From an optimization exercise on the open Yosys and OpenROAD flow, aimed at small area; shortcuts taken in it are not production practice.
RTL that was checked went through simulation tests only; none was proved equivalent to the original.
The RTL of run 4 was laid out without a check of its function.
Power figures rest on the tool's default switching activity, not on a simulated workload.

==> flow/design.v (outline; a module is shown in full before it is edited, if it fits) <==
// module dpd_fa: 10 lines
// module dpd_ha: 9 lines
// module dpd_bsel: 10 lines
// module dpd_o22ai: 9 lines
// module dpd_xor2: 7 lines
// module dpd_mulrnd: 1316 lines
// module dpd_aoi222: 6 lines
// module dpd_rdbit: 12 lines
// module dpd_sync_fifo: 15 lines
// module dpd_output_stage: 113 lines
module dpd_output_stage (
  input  logic               clk,
  input  logic               rst_n,
  input  logic               ENABLE,
  input  logic               valid_in,
  input  logic signed [15:0] y_in_re,
  input  logic signed [15:0] y_in_im,
  input  logic signed [15:0] gain,
  input  logic               clr_status,
  input  logic               dac_ready,
  output logic               dac_valid,
  output logic signed [15:0] dac_re,
  output logic signed [15:0] dac_im,
  output logic               fifo_full,
  output logic               fifo_empty,
  output logic [4:0]         fifo_level,
  output logic               overflow,
  output logic [15:0]        sat_count
);
  // ...
==> flow/run.sh <==
#!/bin/bash
# synth_recipe.tcl (not shown) runs the flow's synth.tcl, then flattens the netlist and writes it again
# the make line also repeats each setting of config.mk as NAME=value (left out here)
make -C /OpenROAD-flow-scripts/flow DESIGN_CONFIG=/design/flow/config.mk WORK_HOME=/design/flow/orfs CLKGATE_MAP_FILE= SYNTH_SCRIPT=/design/flow/synth_recipe.tcl finish
==> flow/config.mk <==
export PLATFORM = sky130hd
export DESIGN_NAME = dpd_output_stage
export DESIGN_NICKNAME = dpd_output_stage
export VERILOG_FILES = /design/flow/design.v
export SDC_FILE = /design/flow/constraint.sdc
export NUM_CORES = 4
export LEC_CHECK = 0
export CAP_MARGIN = 20
export CORE_MARGIN = 2
export CORE_UTILIZATION = 40
export CTS_CLUSTER_DIAMETER = 150
export CTS_CLUSTER_SIZE = 20
export SLEW_MARGIN = 20
export SYNTH_HIERARCHICAL = 1
==> flow/constraint.sdc <==
create_clock -name core_clock -period 7.5 [get_ports {clk}]
set_input_delay 1.5000 -clock core_clock [delete_from_list [all_inputs] [get_ports {clk}]]
set_output_delay 1.5000 -clock core_clock [all_outputs]
set_load 0.01 [all_outputs]
==> summary.txt, run 1 <==
The fraction of power spent switching nets came out at 0.425. The static leakage came out at 12.7 nW. The number of combinational gates with multiple inputs came out at 1,510.

Row generation in the floorplan step produced 103 rows. The final-layout fill cell count came out at 7,082. Among all flip-flop cells after synthesis, the most frequent one is sky130_fd_sc_hd__edfxtp_1. r_mem holds more flip-flops than any other register. The number of max-slew violations in the final report was 0. The total placed cells including tap cells came out at 3,457.

The H-tree was split into 2 levels. The area share of and/or/nand/nor cells after synthesis came out at 0.0514. The minimum clock period came out at 6650 ps. The setup slack on the worst flop-to-flop path is ~850 ps.

The largest driver fanout on the critical path is 24. The largest family of logic cells by synthesized area is adder cells. The portion of the clock cycle consumed by the worst path in the final layout is 0.887. The finished cells cover 0.0359 mm^2. The routed via count is 21,194.

The global routing met1 resource utilization is 0.279. The number of antenna cells inserted is 0. The growth of design area from synthesis to finish is 12.3%. The detail route stage leaves a number of antenna-violating nets equal to 0. The met2 routing resource usage after global routing is 0.320. The sink count of the clock tree came out at about 620. The flow ran to the end and the layout has no timing, DRC or antenna violations. The multi-input combinational cells in the finished layout cover a total of 0.0139 mm^2. The maximum clock frequency is 0.150 GHz. The clock tree cell share of total cell area is 0.0330. The area after detailed placement is 0.0347 mm^2. For the worst setup path, the data arrival time is a little over 7000 ps.

The quantity of I/O buffers inserted on ports came out at 110. The count of flip-flops with a built-in enable after synthesis came out at 512.
==> run 2: changes to the inputs <==
--- a/flow/config.mk
+++ b/flow/config.mk
@@ -10,5 +10,5 @@
 export CORE_UTILIZATION = 40
 export CTS_CLUSTER_DIAMETER = 150
-export CTS_CLUSTER_SIZE = 20
+export CTS_CLUSTER_SIZE = 25
 export SLEW_MARGIN = 20
 export SYNTH_HIERARCHICAL = 1
==> summary.txt, run 2 <==
The number of endpoints failing setup at the final stage is 0 (unchanged). The area after detailed placement came to 0.0347 mm^2 (unchanged). The clock transition at the registers of the reported paths is 100 ps (was 90 ps). The most common library cell in the layout ignoring fill and taps is sky130_fd_sc_hd__edfxtp_1 (unchanged). The number of flip-flops and latches in the synthesized netlist was 617 (unchanged). The dominant cell type by count on the critical path was sky130_fd_sc_hd__fa_1 (unchanged).

The worst slew margin relative to its limit was 0.283 (was 0.246). Synth top area cells: sky130_fd_sc_hd__edfxtp_1 48%, sky130_fd_sc_hd__fa_1 11%, sky130_fd_sc_hd__xor2_1 7.7% (unchanged). The setup fix buffers added after clock tree synthesis came to 0 (unchanged). The most used standard cell by instance count after synthesis is sky130_fd_sc_hd__edfxtp_1 (unchanged). The share of cells above drive strength 1 is 0.0536 (was 0.0569). The CTS buffer count is 30 (was 38). The biggest cell delay along the critical path came out at 770 ps (about the same). The TritonCTS clock tree is done (unchanged). The total iterations of the first detailed-routing run came out at 8 (was 10).

The global-route wire length before repair is 127 mm (about the same). The fraction of registers with async set or reset after synthesis is 0.0389 (unchanged). The violation count after the first detailed-routing iteration is 2,785 (was 2,898). The largest driver fanout on the critical path came out at 24 (unchanged). The most used flip-flop cell after synthesis is sky130_fd_sc_hd__edfxtp_1 (unchanged). The per-cell routed wire length came out at 23.4 um (was 23.3 um).

The post-route cell area is 0.0357 mm^2 (was 0.0359 mm^2). The measured slew at the worst slew-check pin is 1080 ps (was 1130 ps). The remaining routing DRC violations came out at 0 (unchanged). Cell chain of the critical path: xor2_1, inv_1, o22ai_1, xor2_1, ha_1, fa_1, fa_1, fa_1, ha_1, a21oi_1, o21ai_0, a221o_1, a221o_1, or3_4, a21oi_4, a21oi_1, or2_2 (unchanged).

The site row count is 103 (unchanged). The number of hold buffers added after CTS was 0 (unchanged). The routed via count came out at 21,203 (was 21,194).

The total of cells resized after clock tree synthesis is 0 (unchanged). The half-perimeter wire length of the detailed placement result came out at 52.2 mm (unchanged). The maximum resistive drop on vdd is 0.590 mV (was 0.589 mV). The max-capacitance violation count is 0 (unchanged). The number of nets in the final layout was 2,779 (was 2,787). The net count after synthesis came to 2,610 (unchanged). The worst path required time came out at 8040 ps (was 7980 ps).

Commonest cells after routing, fill and taps aside: 512 x sky130_fd_sc_hd__edfxtp_1, 283 x sky130_fd_sc_hd__xor2_1, 274 x sky130_fd_sc_hd__o22ai_1, 180 x sky130_fd_sc_hd__fa_1, 160 x sky130_fd_sc_hd__a222oi_1 (unchanged). The static leakage came out at 12.6 nW (was 12.7 nW). The unique cell type count in the Yosys netlist came out at 59 (unchanged). The buffer cell driving the clock tree root is sky130_fd_sc_hd__clkbuf_16 (unchanged). The deepest level of the CTS H-tree is 1 (was 2). The number of failing hold endpoints at the final stage is 0 (unchanged). The largest delay contributor family on the critical path is adder cells (unchanged). The number of flip-flops under the largest register name is 512 (unchanged). The later-pin clock latency in the skew report came out at 650 ps (was 590 ps). The initial antenna violation count is 0 (unchanged). The overall track demand over capacity in global routing is 0.195 (was 0.197). The starting utilization of the core area is 0.404 (unchanged). The sink count of the clock tree came out at 617 (unchanged). The critical path's slowest cell is sky130_fd_sc_hd__dfxtp_2 (unchanged).

The count of flip-flops with a built-in enable after synthesis is 512 (unchanged). The portion of the clock cycle consumed by the worst path in the final layout is 0.887 (about the same). The growth of design area from synthesis to finish is 11.5% (was 12.3%). The total core area is 0.0791 mm^2 (unchanged). The kind of critical path was flop to flop (unchanged).

The remaining antenna violation count is 0 (unchanged). The multi-input gate area in the final layout is 0.0139 mm^2 (unchanged). The path type of the worst min-delay path is flop to flop (unchanged). The final-layout fill cell count came to 7,104 (was 7,082). Outcome: finished clean (unchanged). The minimum clock period is 6650 ps (about the same). The mean post-synth cell area is 14.1 um^2 (unchanged). The most flop-heavy register is r_mem (unchanged). The number of max-slew violations in the final report was 0 (unchanged). RSZ-0062 raised after global routing: false (unchanged). The kind of end point of the critical path is a flop (unchanged). The number of global-route vias before repair came to 21,182 (was 21,327). The maximum buffer depth of the clock tree was 3 (unchanged). The sequential-to-total area share from yosys stat came to 0.550 (unchanged). The critical path data arrival time is 7190 ps (was 7130 ps). The detailed-route wire length is 82.2 mm (about the same). The maximum number of pins on one net before global-route repair came out at 195 (unchanged).

The chip height came to 287 um (unchanged). Most frequent cells after synthesis: 512 x sky130_fd_sc_hd__edfxtp_1, 283 x sky130_fd_sc_hd__xor2_1, 274 x sky130_fd_sc_hd__o22ai_1 (unchanged). The largest area contributor in the synthesized netlist was sky130_fd_sc_hd__edfxtp_1 (unchanged).

The number of antenna cells inserted came to 0 (unchanged). The yosys synthesis warning count is 8 (unchanged). The die width is 287 um (unchanged). The quantity of I/O buffers inserted on ports is 110 (unchanged).

The floorplan die area came to 0.0822 mm^2 (unchanged). The worst clock skew on the final layout came to 28.7 ps (was 26.5 ps). The weighted congestion reported at the end of routability-driven placement is 0.880 (unchanged). The number of placed I/O pins was 111 (unchanged). The setup TNS after final layout was 0 ps (unchanged).

The share of Yosys cell area claimed by the top area cell type came to 0.481 (unchanged). The launching element type of the critical path is a flop (unchanged). The post-synthesis cell count came out at 2,270 (unchanged). The overall overflow remaining after global route is 0 (unchanged). The cell area after synthesis is 0.0320 mm^2 (unchanged). The ratio of total power to cell area is 431 mW/mm^2 (was 436 mW/mm^2). The number of buffer and inverter stages on the critical path was 1 (unchanged). The maximum clock frequency came out at 0.150 GHz (about the same). The area occupied by registers is 0.0176 mm^2 (unchanged). The average via count per standard cell was 6.04 (was 6.01).
run 2: final timing paths:
kind | start | end | slack (ps) | cells past startpoint
setup / recovery | r_s1_gain[13]$_DFF_P_ | r_s2_sat$_DFF_P_ | 850 | 17
hold / removal | r_s1_valid$_DFF_PN0_ | r_s2_valid$_DFF_PN0_ | 390 | 0
setup reg to reg | r_s1_gain[13]$_DFF_P_ | r_s2_sat$_DFF_P_ | 850 | 17
hold reg to reg | r_s1_valid$_DFF_PN0_ | r_s2_valid$_DFF_PN0_ | 390 | 0
max in group asynchronous | rst_n | r_sat_count[3]$_DFFE_PN0P_ | 6280 | 1
min in group asynchronous | rst_n | r_level[0]$_DFFE_PN0P_ | 820 | 1
run 2: area by class of cell:
class	instances	area share
timing repair buffer	153	0.0408
inverter	127	0.0134
clock buffer	50	0.0231
tap	1050	0.0368
multi-input combinational	1510	0.389
sequential	617	0.493
clock inverter	6	0.00365
run 2: stage by stage:
step	hold WS [ps]	setup WS, ps	power (W)	util	std cells
6_report	385	848	0.0154	0.451	3513
5_1_grt	397	521	0.0166	0.451	3513
4_1_cts	371	881	0.0154	0.451	3513
3_5_place_dp	350	897	0.0135	0.439	3457
3_3_place_gp	340	1080	0.0133	0.439	3457
2_1_floorplan	331	-3870	0.0110	-	2270
run 2: per-layer routing:
metal / wire [um] / global-route usage
met1: 35200 / 0.278
met2: 39100 / 0.319
met3: 6280 / 0.0240
met4: 1650 / 0.0474
met5: 0 / 0
run 2: report_power, final:
| group | switching [W] | internal (W) | total [W] | leakage, nW |
|---|---|---|---|---|
| sequential | 0.000190 | 0.00415 | 0.00434 | 5.72 |
| combinational | 0.00529 | 0.00383 | 0.00912 | 6.39 |
| clock | 0.00110 | 0.000817 | 0.00192 | 0.451 |
| total | 0.00658 | 0.00880 | 0.0154 | 12.6 |
run 2: Yosys stat by module (local to each module, per instance), a selection:
module,cells inside,copies in the design,flops+latches,area [um^2]
dpd_output_stage,790,1,617,18700
dpd_mulrnd,250,2,0,1670
dpd_fa,1,178,0,20.0
dpd_rdbit,3,32,0,16.3
dpd_ha,1,34,0,12.5
dpd_aoi222,1,160,0,10.0
dpd_xor2,1,256,0,8.76
dpd_o22ai,1,256,0,6.26
run 2: logic make-up (layout without fill, tap and decap cells):
kind of cell,Yosys count,after routing,synth area share
compound gates,589,589,0.137
xor+xnor,316,316,0.0865
fa+ha+maj,286,286,0.154
buf+inv,143,336,0.0187
flops,617,617,0.550
mux,6,6,0.00211
simple gates,313,313,0.0514
run 2: worst reg2reg max path, cell delays in order, from the launching register on:
cell	delay, ps
sky130_fd_sc_hd__dfxtp_2	770
sky130_fd_sc_hd__xor2_1	390
sky130_fd_sc_hd__inv_1	370
sky130_fd_sc_hd__o22ai_1	320
sky130_fd_sc_hd__xor2_1	190
sky130_fd_sc_hd__ha_1	280
sky130_fd_sc_hd__fa_1	460
sky130_fd_sc_hd__fa_1	600
sky130_fd_sc_hd__fa_1	430
sky130_fd_sc_hd__ha_1	360
sky130_fd_sc_hd__a21oi_1	180
sky130_fd_sc_hd__o21ai_0	210
sky130_fd_sc_hd__a221o_1	420
sky130_fd_sc_hd__a221o_1	400
sky130_fd_sc_hd__or3_4	410
sky130_fd_sc_hd__a21oi_4	310
sky130_fd_sc_hd__a21oi_1	150
sky130_fd_sc_hd__or2_2	300
==> run 3: changes to the inputs <==
==> flow/flow/run.sh (new file) <==
#!/bin/bash
# Standard layout, with the port buffers made from the smallest buffer cell.
set -e
export BUFFER_PORTS_ARGS="-buffer_cell sky130_fd_sc_hd__buf_1"
bash standard.sh > standard.log 2>&1
==> flow/standard.sh (new file) <==
#!/bin/bash
# synth_recipe.tcl (not shown) runs the flow's synth.tcl, then flattens the netlist and writes it again
# the make line also repeats each setting of config.mk as NAME=value (left out here)
make -C /OpenROAD-flow-scripts/flow DESIGN_CONFIG=/design/flow/config.mk WORK_HOME=/design/flow/orfs CLKGATE_MAP_FILE= SYNTH_SCRIPT=/design/flow/synth_recipe.tcl "${@:-finish}"
removed: flow/run.sh
==> summary.txt, run 3 <==
Outcome: finished clean (unchanged). The area after detailed placement came out at 0.0340 mm^2 (was 0.0347 mm^2). The fraction of power spent switching nets is 0.435 (was 0.428). The largest area contributor in the synthesized netlist is sky130_fd_sc_hd__edfxtp_1 (unchanged). The portion of total power attributed to combinational logic is 0.593 (about the same). The unique cell type count in the Yosys netlist came out at 59 (unchanged). The launching element type of the critical path is a flop (unchanged). The worst slew margin relative to its limit came out at 0.331 (was 0.283). The total iterations of the first detailed-routing run came out at 10 (was 8). The weighted congestion reported at the end of routability-driven placement came out at 0.888 (was 0.880).

The ratio of total power to cell area came out at 434 mW/mm^2 (was 431 mW/mm^2). The mean post-synth cell area is 14.1 um^2 (unchanged). Synth top area cells: sky130_fd_sc_hd__edfxtp_1 48%, sky130_fd_sc_hd__fa_1 11%, sky130_fd_sc_hd__xor2_1 7.7% (unchanged).

The overall track demand over capacity in global routing came out at 0.195 (about the same). Commonest cells after routing, fill and taps aside: 512 x sky130_fd_sc_hd__edfxtp_1, 283 x sky130_fd_sc_hd__xor2_1, 274 x sky130_fd_sc_hd__o22ai_1, 180 x sky130_fd_sc_hd__fa_1, 160 x sky130_fd_sc_hd__a222oi_1 (unchanged). The count of flip-flops with a built-in enable after synthesis is 512 (unchanged).

The biggest cell delay along the critical path is 530 ps (was 770 ps). The remaining routing DRC violations is 0 (unchanged). The post-synthesis cell count was 2,270 (unchanged). The largest delay contributor family on the critical path is adder cells (unchanged). The maximum buffer depth of the clock tree came to 3 (unchanged). The most flop-heavy register was r_mem (unchanged). The worst clock skew on the final layout came out at 17.3 ps (was 28.7 ps). Most frequent cells after synthesis: 512 x sky130_fd_sc_hd__edfxtp_1, 283 x sky130_fd_sc_hd__xor2_1, 274 x sky130_fd_sc_hd__o22ai_1 (unchanged). The detailed-route wire length came out at 81.7 mm (was 82.2 mm). The dominant cell type by count on the critical path is sky130_fd_sc_hd__fa_1 (unchanged).

The clock transition at the registers of the reported paths is 100 ps (about the same). The internal power is 0.00855 W (was 0.00880 W). The deepest level of the CTS H-tree is 1 (unchanged).

The maximum resistive drop on vdd was 0.515 mV (was 0.590 mV). The measured slew at the worst slew-check pin is 1000 ps (was 1080 ps). The yosys synthesis warning count came out at 8 (unchanged). The number of endpoints failing setup at the final stage is 0 (unchanged).

The switching power of the nets was 0.00658 W (about the same). The most common library cell in the layout ignoring fill and taps was sky130_fd_sc_hd__edfxtp_1 (unchanged). The later-pin clock latency in the skew report came out at 640 ps (was 650 ps). The site row count came to 103 (unchanged). The routed via count came out at 21,092 (was 21,203).

The number of flip-flops and latches in the synthesized netlist is 617 (unchanged). The number of max-slew violations in the final report came out at 0 (unchanged). The global-route wire length before repair is 126 mm (was 127 mm).

The number of buffer and inverter stages on the critical path came out at 1 (unchanged). The CTS buffer count came out at 29 (was 30). The post-route cell area is 0.0349 mm^2 (was 0.0357 mm^2).

The number of nets in the final layout was 2,776 (was 2,779). The average via count per standard cell is 6.01 (was 6.04). The largest driver fanout on the critical path came to 16 (was 24).

The violation count after the first detailed-routing iteration is 2,851 (was 2,785). The setup TNS after final layout is 0 ps (unchanged). The number of antenna cells inserted came out at 0 (unchanged). The per-cell routed wire length is 23.3 um (was 23.4 um). The starting utilization of the core area came out at 0.404 (unchanged). The final hold slack came out at 357 ps (was 385 ps). The TritonCTS clock tree is done (unchanged). The part of the total power dissipated in sequential elements came out at 0.287 (was 0.282).

The growth of design area from synthesis to finish came out at 9.11% (was 11.5%). The minimum clock period came out at 6630 ps (was 6650 ps). The die width came out at 287 um (unchanged). The sink count of the clock tree came out at 617 (unchanged). The worst path required time is 8030 ps (was 8040 ps). The most used standard cell by instance count after synthesis is sky130_fd_sc_hd__edfxtp_1 (unchanged). The chip height came out at 287 um (unchanged). The max-capacitance violation count came out at 0 (unchanged). The number of hold buffers added after CTS came to 0 (unchanged). The overall overflow remaining after global route is 0 (unchanged). The total core area came out at 0.0791 mm^2 (unchanged). The fraction of registers with async set or reset after synthesis is 0.0389 (unchanged). The number of global-route vias before repair is 21,310 (was 21,182). Cell chain of the critical path: xor2_1, inv_1, o22ai_1, xor2_1, fa_1, fa_1, fa_1, fa_1, ha_1, a21oi_1, o21ai_0, a221o_1, a221o_1, or3_4, a21oi_4, a21oi_1, or2_2 (was xor2_1, inv_1, o22ai_1, xor2_1, ha_1, fa_1, fa_1, fa_1, ha_1, a21oi_1, o21ai_0, a221o_1, a221o_1, or3_4, a21oi_4, a21oi_1, or2_2). The number of placed I/O pins is 111 (unchanged). The kind of critical path is flop to flop (unchanged). The portion of the clock cycle consumed by the worst path in the final layout came out at 0.884 (was 0.887). The quantity of I/O buffers inserted on ports came out at 110 (unchanged). The floorplan die area came to 0.0822 mm^2 (unchanged).

The utilization after layout came to 0.441 (was 0.451). The total of cells resized after clock tree synthesis is 0 (unchanged). The half-perimeter wire length of the detailed placement result came out at 51.9 mm (was 52.2 mm). The share of cells above drive strength 1 is 0.0516 (was 0.0536). RSZ-0062 raised after global routing: false (unchanged). The buffer cell driving the clock tree root is sky130_fd_sc_hd__clkbuf_16 (unchanged). The critical path's slowest cell is sky130_fd_sc_hd__fa_1 (was sky130_fd_sc_hd__dfxtp_2). The net count after synthesis came out at 2,610 (unchanged). The cell area after synthesis is 0.0320 mm^2 (unchanged).

The most used flip-flop cell after synthesis is sky130_fd_sc_hd__edfxtp_1 (unchanged). The kind of end point of the critical path is a flop (unchanged). The number of flip-flops under the largest register name came to 512 (unchanged). The setup fix buffers added after clock tree synthesis came to 0 (unchanged). The remaining antenna violation count is 0 (unchanged). The sequential-to-total area share from yosys stat was 0.550 (unchanged). The critical path data arrival time is 7160 ps (was 7190 ps). The static leakage is 12.2 nW (was 12.6 nW).

The number of failing hold endpoints at the final stage is 0 (unchanged). The maximum number of pins on one net before global-route repair is 179 (was 195). The share of Yosys cell area claimed by the top area cell type was 0.481 (unchanged). The share of power burned in the clock network is 0.121 (was 0.125).

The initial antenna violation count came out at 1 (was 0). The maximum clock frequency is 0.151 GHz (was 0.150 GHz). The path type of the worst min-delay path was flop to flop (unchanged).
## run 3: cell counts after synthesis
Identical to the previous run, type by type.
## run 3: power by group through the flow
stage / Sequential, W / Clock (W) / Combinational (W)
finish: 0.00434 / 0.00182 / 0.00896
global route: 0.00437 / 0.00201 / 0.0100
CTS: 0.00434 / 0.00190 / 0.00899
detailed placement: 0.00441 / 0 / 0.00895
global placement: 0.00440 / 0 / 0.00873
floorplan: 0.00442 / 0 / 0.00661
## run 3: worst register-to-register path: cells and delay by family (launching register included)
kind	cells	cell delay, ps
simple gates	2	720
fa+ha+maj	5	2190
xor+xnor	2	760
flops	1	400
buf+inv	1	450
compound gates	7	2000
## run 3: kinds of logic after synthesis
| kind of cell | share of synthesized area |
|---|---|
| simple gates | 0.0514 |
| flops | 0.550 |
| xor+xnor | 0.0865 |
| mux | 0.00211 |
| buf+inv | 0.0187 |
| fa+ha+maj | 0.154 |
| compound gates | 0.137 |
## run 3: Yosys stat by module (local to each module, per instance), a selection
module | area (um^2) | cells inside | flops+latches
dpd_xor2 | 8.76 | 1 | 0
dpd_aoi222 | 10.0 | 1 | 0
dpd_o22ai | 6.26 | 1 | 0
dpd_rdbit | 16.3 | 3 | 0
dpd_mulrnd | 1670 | 250 | 0
dpd_output_stage | 18700 | 790 | 617
dpd_ha | 12.5 | 1 | 0
dpd_fa | 20.0 | 1 | 0
## run 3: worst paths after layout
path	from	endpoint	slack, ps	cells after the start
max in group asynchronous	rst_n	r_sat_count[0]$_DFFE_PN0P_	6440	2
min in group asynchronous	rst_n	r_level[0]$_DFFE_PN0P_	810	2
setup reg to reg	r_s1_gain[8]$_DFF_P_	r_s2_sat$_DFF_P_	870	17
hold reg to reg	r_s1_valid$_DFF_PN0_	r_s2_valid$_DFF_PN0_	360	0
hold / removal	r_s1_valid$_DFF_PN0_	r_s2_valid$_DFF_PN0_	360	0
setup / recovery	r_s1_gain[8]$_DFF_P_	r_s2_sat$_DFF_P_	870	17
## run 3: layer usage
metal | up-vias | track usage | part of all wire
li1 | 9330 | - | -
met1 | 10663 | 0.278 | 0.42
met2 | 1014 | 0.316 | 0.48
met3 | 85 | 0.0266 | 0.087
met4 | 0 | 0.0517 | 0.019
met5 | - | 0 | 0
## run 3: area by class of cell
cell class / count / area [um^2]
fillers: 7143 / 44200
flip-flops and latches: 617 / 17600
multi-input cells: 1510 / 13900
well taps: 1050 / 1310
clock buffers: 49 / 801
repair buffers: 151 / 749
inverters: 127 / 477
clock inverters: 5 / 62.6
## run 3: metrics by stage
stage / setup slack [ps] / total power (W) / instances
floorplan: -3870 / 0.0110 / 2270
global placement: 1070 / 0.0131 / 3455
detailed placement: 965 / 0.0134 / 3455
CTS: 932 / 0.0152 / 3509
global route: 616 / 0.0164 / 3509
finish: 873 / 0.0151 / 3509
==> module dpd_output_stage, before the edit <==
module dpd_output_stage (
  input  logic               clk,
  input  logic               rst_n,
  input  logic               ENABLE,
  input  logic               valid_in,
  input  logic signed [15:0] y_in_re,
  input  logic signed [15:0] y_in_im,
  input  logic signed [15:0] gain,
  input  logic               clr_status,
  input  logic               dac_ready,
  output logic               dac_valid,
  output logic signed [15:0] dac_re,
  output logic signed [15:0] dac_im,
  output logic               fifo_full,
  output logic               fifo_empty,
  output logic [4:0]         fifo_level,
  output logic               overflow,
  output logic [15:0]        sat_count
);
  logic               r_s1_valid;
  logic        [15:0] r_s1_re, r_s1_im, r_s1_gain;
  logic               r_s2_valid;
  logic        [15:0] r_s2_re, r_s2_im;
  logic               r_s2_sat;
  logic        [31:0] r_mem [16];
  logic        [4:0]  r_level;
  logic               r_overflow;
  logic        [15:0] r_sat_count;
  logic        [7:0]  w_one, w_two, w_neg;
  logic        [15:0] w_re, w_im;
  logic               w_sat_re, w_sat_im;
  logic               w_rd, w_wr;
  logic        [15:0] w_sel;
  logic        [511:0] w_mem;
  logic        [31:0] w_head;
  always_comb begin
    for (int i = 0; i < 8; i++) begin
      logic b0, b1, b2;
      b0 = (i == 0) ? 1'b0 : r_s1_gain[2*i-1];
      b1 = r_s1_gain[2*i];
      b2 = r_s1_gain[2*i+1];
      w_neg[i] = b2;
      w_one[i] = b1 ^ b0;
      w_two[i] = (b2 & ~b1 & ~b0) | (~b2 & b1 & b0);
    end
  end
  dpd_mulrnd u_mul_re (.x(r_s1_re), .one(w_one), .two(w_two), .neg(w_neg),
                       .sat(w_sat_re), .val(w_re));
  dpd_mulrnd u_mul_im (.x(r_s1_im), .one(w_one), .two(w_two), .neg(w_neg),
                       .sat(w_sat_im), .val(w_im));
  always_ff @(posedge clk or negedge rst_n) begin
    if (!rst_n) begin
      r_s1_valid <= 1'b0;
      r_s2_valid <= 1'b0;
    end else begin
      r_s1_valid <= valid_in && ENABLE;
      r_s2_valid <= r_s1_valid;
    end
  end
  always_ff @(posedge clk) begin
    r_s1_re   <= y_in_re;
    r_s1_im   <= y_in_im;
    r_s1_gain <= gain;
    r_s2_re   <= w_re;
    r_s2_im   <= w_im;
    r_s2_sat  <= w_sat_re | w_sat_im;
  end
  assign fifo_full  = r_level[4];
  assign fifo_empty = (r_level == 5'd0);
  assign fifo_level = r_level;
  assign dac_valid  = !fifo_empty;
  assign w_rd = dac_valid && dac_ready;
  assign w_wr = r_s2_valid && (!fifo_full || w_rd);
  always_ff @(posedge clk or negedge rst_n) begin
    if (!rst_n)
      r_level <= 5'd0;
    else if (w_wr && !w_rd)
      r_level <= r_level + 5'd1;
    else if (w_rd && !w_wr)
      r_level <= r_level - 5'd1;
  end
  always_ff @(posedge clk) begin
    if (w_wr) begin
      r_mem[0] <= {r_s2_re, r_s2_im};
      for (int i = 1; i < 16; i++) r_mem[i] <= r_mem[i-1];
    end
  end
  always_comb begin
    for (int i = 0; i < 16; i++) begin
      w_sel[i] = (r_level == 5'(i + 1));
      w_mem[i*32 +: 32] = r_mem[i];
    end
  end
  dpd_sync_fifo #(.WIDTH(32)) u_rd (.i_mem(w_mem), .i_sel(w_sel), .o_rdata(w_head));
  assign dac_re = w_head[31:16];
  assign dac_im = w_head[15:0];
  always_ff @(posedge clk or negedge rst_n) begin
    if (!rst_n) begin
      r_sat_count <= 16'd0;
      r_overflow  <= 1'b0;
    end else if (clr_status) begin
      r_sat_count <= 16'd0;
      r_overflow  <= 1'b0;
    end else begin
      if (r_s2_valid && r_s2_sat && (r_sat_count != 16'hffff))
        r_sat_count <= r_sat_count + 16'd1;
      if (r_s2_valid && !w_wr)
        r_overflow <= 1'b1;
    end
  end
  assign overflow  = r_overflow;
  assign sat_count = r_sat_count;
endmodule
==> run 4: changes to the inputs <==
--- a/flow/design.v
+++ b/flow/design.v
@@ -1418,5 +1418,6 @@
 );
   logic               r_s1_valid;
-  logic        [15:0] r_s1_re, r_s1_im, r_s1_gain;
+  logic        [15:0] r_s1_re, r_s1_im;
+  logic               r_s1_sat;
   logic               r_s2_valid;
   logic        [15:0] r_s2_re, r_s2_im;
@@ -1436,7 +1437,7 @@
     for (int i = 0; i < 8; i++) begin
       logic b0, b1, b2;
-      b0 = (i == 0) ? 1'b0 : r_s1_gain[2*i-1];
-      b1 = r_s1_gain[2*i];
-      b2 = r_s1_gain[2*i+1];
+      b0 = (i == 0) ? 1'b0 : gain[2*i-1];
+      b1 = gain[2*i];
+      b2 = gain[2*i+1];
       w_neg[i] = b2;
       w_one[i] = b1 ^ b0;
@@ -1444,7 +1445,7 @@
     end
   end
-  dpd_mulrnd u_mul_re (.x(r_s1_re), .one(w_one), .two(w_two), .neg(w_neg),
+  dpd_mulrnd u_mul_re (.x(y_in_re), .one(w_one), .two(w_two), .neg(w_neg),
                        .sat(w_sat_re), .val(w_re));
-  dpd_mulrnd u_mul_im (.x(r_s1_im), .one(w_one), .two(w_two), .neg(w_neg),
+  dpd_mulrnd u_mul_im (.x(y_in_im), .one(w_one), .two(w_two), .neg(w_neg),
                        .sat(w_sat_im), .val(w_im));
   always_ff @(posedge clk or negedge rst_n) begin
@@ -1458,10 +1459,10 @@
   end
   always_ff @(posedge clk) begin
-    r_s1_re   <= y_in_re;
-    r_s1_im   <= y_in_im;
-    r_s1_gain <= gain;
-    r_s2_re   <= w_re;
-    r_s2_im   <= w_im;
-    r_s2_sat  <= w_sat_re | w_sat_im;
+    r_s1_re   <= w_re;
+    r_s1_im   <= w_im;
+    r_s1_sat  <= w_sat_re | w_sat_im;
+    r_s2_re   <= r_s1_re;
+    r_s2_im   <= r_s1_im;
+    r_s2_sat  <= r_s1_sat;
   end
   assign fifo_full  = r_level[4];
==> summary.txt, run 4 <==
The largest driver fanout on the critical path is 13 (was 16). The number of buffer and inverter stages on the critical path is 4 (was 1). The mean post-synth cell area was 14.1 um^2 (about the same).

The most flop-heavy register was r_mem (unchanged). The fraction of registers with async set or reset after synthesis is 0.0399 (was 0.0389). The total iterations of the first detailed-routing run is 9 (was 10). The chip height came to 285 um (was 287 um). The setup fix buffers added after clock tree synthesis came out at 0 (unchanged). The setup TNS after final layout came out at 0 ps (unchanged).

The biggest cell delay along the critical path came out at 560 ps (was 530 ps). The net count after synthesis is 2,595 (was 2,610). The static leakage came out at 12.3 nW (was 12.2 nW).

The CTS buffer count came to 28 (was 29). The growth of design area from synthesis to finish came out at 10.3% (was 9.11%). The initial antenna violation count is 0 (was 1). The remaining routing DRC violations is 0 (unchanged).

The number of global-route vias before repair came out at 21,045 (was 21,310). The total of cells resized after clock tree synthesis is 0 (unchanged). The most used flip-flop cell after synthesis is sky130_fd_sc_hd__edfxtp_1 (unchanged).

The number of standard cells in the layout, taps in and fillers out is 3,540 (was 3,509). The share of Yosys cell area claimed by the top area cell type is 0.485 (was 0.481). The most common library cell in the layout ignoring fill and taps is sky130_fd_sc_hd__edfxtp_1 (unchanged). The global-route wire length before repair came to 125 mm (was 126 mm).

The number of hold buffers added after CTS is 0 (unchanged). The minimum clock period is 6790 ps (was 6630 ps). The unique cell type count in the Yosys netlist is 59 (unchanged). The sequential-to-total area share from yosys stat is 0.546 (was 0.550). The post-synthesis cell count is 2,255 (was 2,270). The yosys synthesis warning count came out at 8 (unchanged). The per-cell routed wire length is 22.7 um (was 23.3 um). The largest area contributor in the synthesized netlist is sky130_fd_sc_hd__edfxtp_1 (unchanged). The largest delay contributor family on the critical path is adder cells (unchanged). The critical path's slowest cell is sky130_fd_sc_hd__fa_1 (unchanged). The post-route cell area came out at 0.0349 mm^2 (about the same).

The number of failing hold endpoints at the final stage is 0 (unchanged). The number of max-slew violations in the final report is 0 (unchanged). The path type of the worst min-delay path is flop to flop (unchanged). The half-perimeter wire length of the detailed placement result is 52.9 mm (was 51.9 mm). The starting utilization of the core area was 0.402 (was 0.404). The average via count per standard cell was 5.97 (was 6.01).

The number of flip-flops and latches in the synthesized netlist came to 602 (was 617). The site row count came out at 103 (unchanged). The maximum buffer depth of the clock tree was 3 (unchanged).

The launching element type of the critical path is a primary input (was flop). The number of flip-flops under the largest register name is 512 (unchanged). The maximum clock frequency came out at 0.147 GHz (was 0.151 GHz). The area after detailed placement was 0.0341 mm^2 (was 0.0340 mm^2). The number of nets in the final layout came out at 2,808 (was 2,776). The clock transition at the registers of the reported paths is 90 ps (was 100 ps). The quantity of I/O buffers inserted on ports is 110 (unchanged). The share of cells above drive strength 1 came out at 0.0687 (was 0.0516).

The kind of critical path is primary input to flop (was flop to flop). The most used standard cell by instance count after synthesis is sky130_fd_sc_hd__edfxtp_1 (unchanged). The dominant cell type by count on the critical path is sky130_fd_sc_hd__fa_1 (unchanged). The post-route worst setup slack is 713 ps (was 873 ps). The routed via count is 21,140 (was 21,092). The number of endpoints failing setup at the final stage is 0 (unchanged). The detailed-route wire length came out at 80.4 mm (was 81.7 mm). The maximum resistive drop on vdd was 0.524 mV (was 0.515 mV). The deepest level of the CTS H-tree came out at 1 (unchanged). The total placed cells including tap cells is 3,486 (was 3,455). The portion of the clock cycle consumed by the worst path in the final layout is 0.905 (was 0.884). The worst slew margin relative to its limit is 0.314 (was 0.331). The number of antenna cells inserted is 0 (unchanged).

The remaining antenna violation count is 0 (unchanged). The max-capacitance violation count is 0 (unchanged). Synth top area cells: sky130_fd_sc_hd__edfxtp_1 49%, sky130_fd_sc_hd__fa_1 11%, sky130_fd_sc_hd__xor2_1 7.8% (was sky130_fd_sc_hd__edfxtp_1 48%, sky130_fd_sc_hd__fa_1 11%, sky130_fd_sc_hd__xor2_1 7.7%). The overall overflow remaining after global route is 0 (unchanged). The kind of end point of the critical path is a flop (unchanged).

The minimum setup slack after placement is 99.2 ps (was 965 ps). RSZ-0062 raised after global routing: false (unchanged). Outcome: finished clean (unchanged). The measured slew at the worst slew-check pin came out at 1030 ps (was 1000 ps).

The worst clock skew on the final layout came out at 30.5 ps (was 17.3 ps). The maximum number of pins on one net before global-route repair is 220 (was 179). Cell chain of the critical path: clkbuf_2, nand2_1, o21ai_0, inv_1, buf_4, o22ai_1, xor2_1, fa_1, fa_1, fa_1, fa_1, ha_1, nand4_1, nor3_1, a221oi_4, a21o_1, a21oi_1, a21o_2, inv_1, o21a_1, nor3_1 (was xor2_1, inv_1, o22ai_1, xor2_1, fa_1, fa_1, fa_1, fa_1, ha_1, a21oi_1, o21ai_0, a221o_1, a221o_1, or3_4, a21oi_4, a21oi_1, or2_2).

The floorplan die area came out at 0.0815 mm^2 (was 0.0822 mm^2). The later-pin clock latency in the skew report came to 600 ps (was 640 ps). The sink count of the clock tree is 602 (was 617). The count of flip-flops with a built-in enable after synthesis came out at 512 (unchanged). The number of placed I/O pins is 111 (unchanged).

Most frequent cells after synthesis: 512 x sky130_fd_sc_hd__edfxtp_1, 283 x sky130_fd_sc_hd__xor2_1, 274 x sky130_fd_sc_hd__o22ai_1 (unchanged). The TritonCTS clock tree was done (unchanged). The weighted congestion reported at the end of routability-driven placement is 0.897 (was 0.888). The violation count after the first detailed-routing iteration is 2,728 (was 2,851). The critical path data arrival time is 7290 ps (was 7160 ps).

The ratio of total power to cell area was 439 mW/mm^2 (was 434 mW/mm^2). Commonest cells after routing, fill and taps aside: 512 x sky130_fd_sc_hd__edfxtp_1, 283 x sky130_fd_sc_hd__xor2_1, 274 x sky130_fd_sc_hd__o22ai_1, 180 x sky130_fd_sc_hd__fa_1, 160 x sky130_fd_sc_hd__a222oi_1 (unchanged). The total core area is 0.0787 mm^2 (was 0.0791 mm^2).

The worst path required time was 8010 ps (was 8030 ps). The buffer cell driving the clock tree root is sky130_fd_sc_hd__clkbuf_16 (unchanged). The overall track demand over capacity in global routing came out at 0.191 (was 0.195). The cell area after synthesis came out at 0.0317 mm^2 (was 0.0320 mm^2). The die width is 285 um (was 287 um).
==> run 4: final timing paths <==
kind	depth (start not counted)	endpoint	slack [ps]	startpoint
setup reg to reg	4	r_mem[14][13]$_DFFE_PP_	4900	r_level[4]$_DFFE_PN0P_
setup / recovery	21	r_s1_im[7]$_DFF_P_	710	gain[1]
min in group asynchronous	2	r_level[3]$_DFFE_PN0P_	860	rst_n
max in group asynchronous	2	r_sat_count[4]$_DFFE_PN0P_	6380	rst_n
hold reg to reg	0	r_s2_re[12]$_DFF_P_	330	r_s1_re[12]$_DFF_P_
hold / removal	0	r_s2_re[12]$_DFF_P_	330	r_s1_re[12]$_DFF_P_
==> run 4: area by class of cell <==
type	instances	area, um^2
fill	7060	43800
inverter	127	477
timing repair buffer	199	1160
tap	1050	1310
sequential	602	17300
clock inverter	2	46.3
multi-input combinational	1510	13900
clock buffer	50	783
==> run 4: Yosys stat by module (local to each module, per instance), excerpt <==
module | flip-flops and latches | area [um^2]
dpd_mulrnd | 0 | 1670
dpd_aoi222 | 0 | 10.0
dpd_ha | 0 | 12.5
dpd_output_stage | 602 | 18400
dpd_fa | 0 | 20.0
dpd_xor2 | 0 | 8.76
dpd_rdbit | 0 | 16.3
dpd_o22ai | 0 | 6.26
==> run 4: kinds of logic (layout without fill, tap and decap cells) <==
logic type / Yosys count / in the layout / share of synthesized area
muxes: 6 / 6 / 0.00213
buffers and inverters: 143 / 378 / 0.0188
DFF: 602 / 602 / 0.546
AOI/OAI and AO/OA: 589 / 589 / 0.138
adders and majority gates: 286 / 286 / 0.156
and+or+nand+nor: 313 / 313 / 0.0519
xor gates and xnor gates: 316 / 316 / 0.0874
==> run 4: report_power, final <==
part	leakage [nW]	total [W]	switching, W	internal [W]
Clock	0.389	0.00172	0.000992	0.000725
Sequential	5.59	0.00433	0.000193	0.00414
Combinational	6.37	0.00930	0.00545	0.00385
==> run 4: metrics by stage <==
stage          power (W)  hold slack (ps)  utilization
2_1_floorplan     0.0110              310            -
3_3_place_gp      0.0135              311        0.433
3_5_place_dp      0.0137              312        0.433
4_1_cts           0.0155              331        0.443
5_1_grt           0.0167              335        0.444
6_report          0.0153              328        0.444
==> run 4: layer usage <==
layer	global-route usage	wire [um]
met5	0	0
met4	0.0421	1480
met3	0.0196	5560
met2	0.319	38400
met1	0.272	34900

[static timing again, ports no longer ideal]
The results above use ideal ports. As a check the final layouts listed here were re-extracted and re-timed, cells and wires unchanged. Step 1 sets driving cells, clkbuf_16 on the clock port and buf_2 on the other inputs (assumed; they add their load-dependent delay and slew). Step 2 also shifts input and output timing later by t, the mid clock arrival at the registers, as if the neighbouring blocks saw the same clock. Slacks: ideal / step 1 / step 2; pairs: ideal / step 1.
run | t (ns) | setup slack, ns | worst setup path after step 2 | clock arrival spread, ns
run 1 | 0.651 | 0.849 / 0.849 / 0.849 | register to register | 0.028 / 0.028
run 2 | 0.702 | 0.848 / 0.848 / 0.848 | register to register | 0.030 / 0.031
run 3 | 0.702 | 0.873 / 0.873 / 0.873 | register to register | 0.017 / 0.017
run 4 | 0.641 | 0.713 / 0.748 / 0.107 | input to register | 0.031 / 0.031
After both steps every run listed still meets setup and hold. For run 4, which loses most, drivers alone change the setup slack by +0.035 ns; drivers and shift together by -0.606 ns.
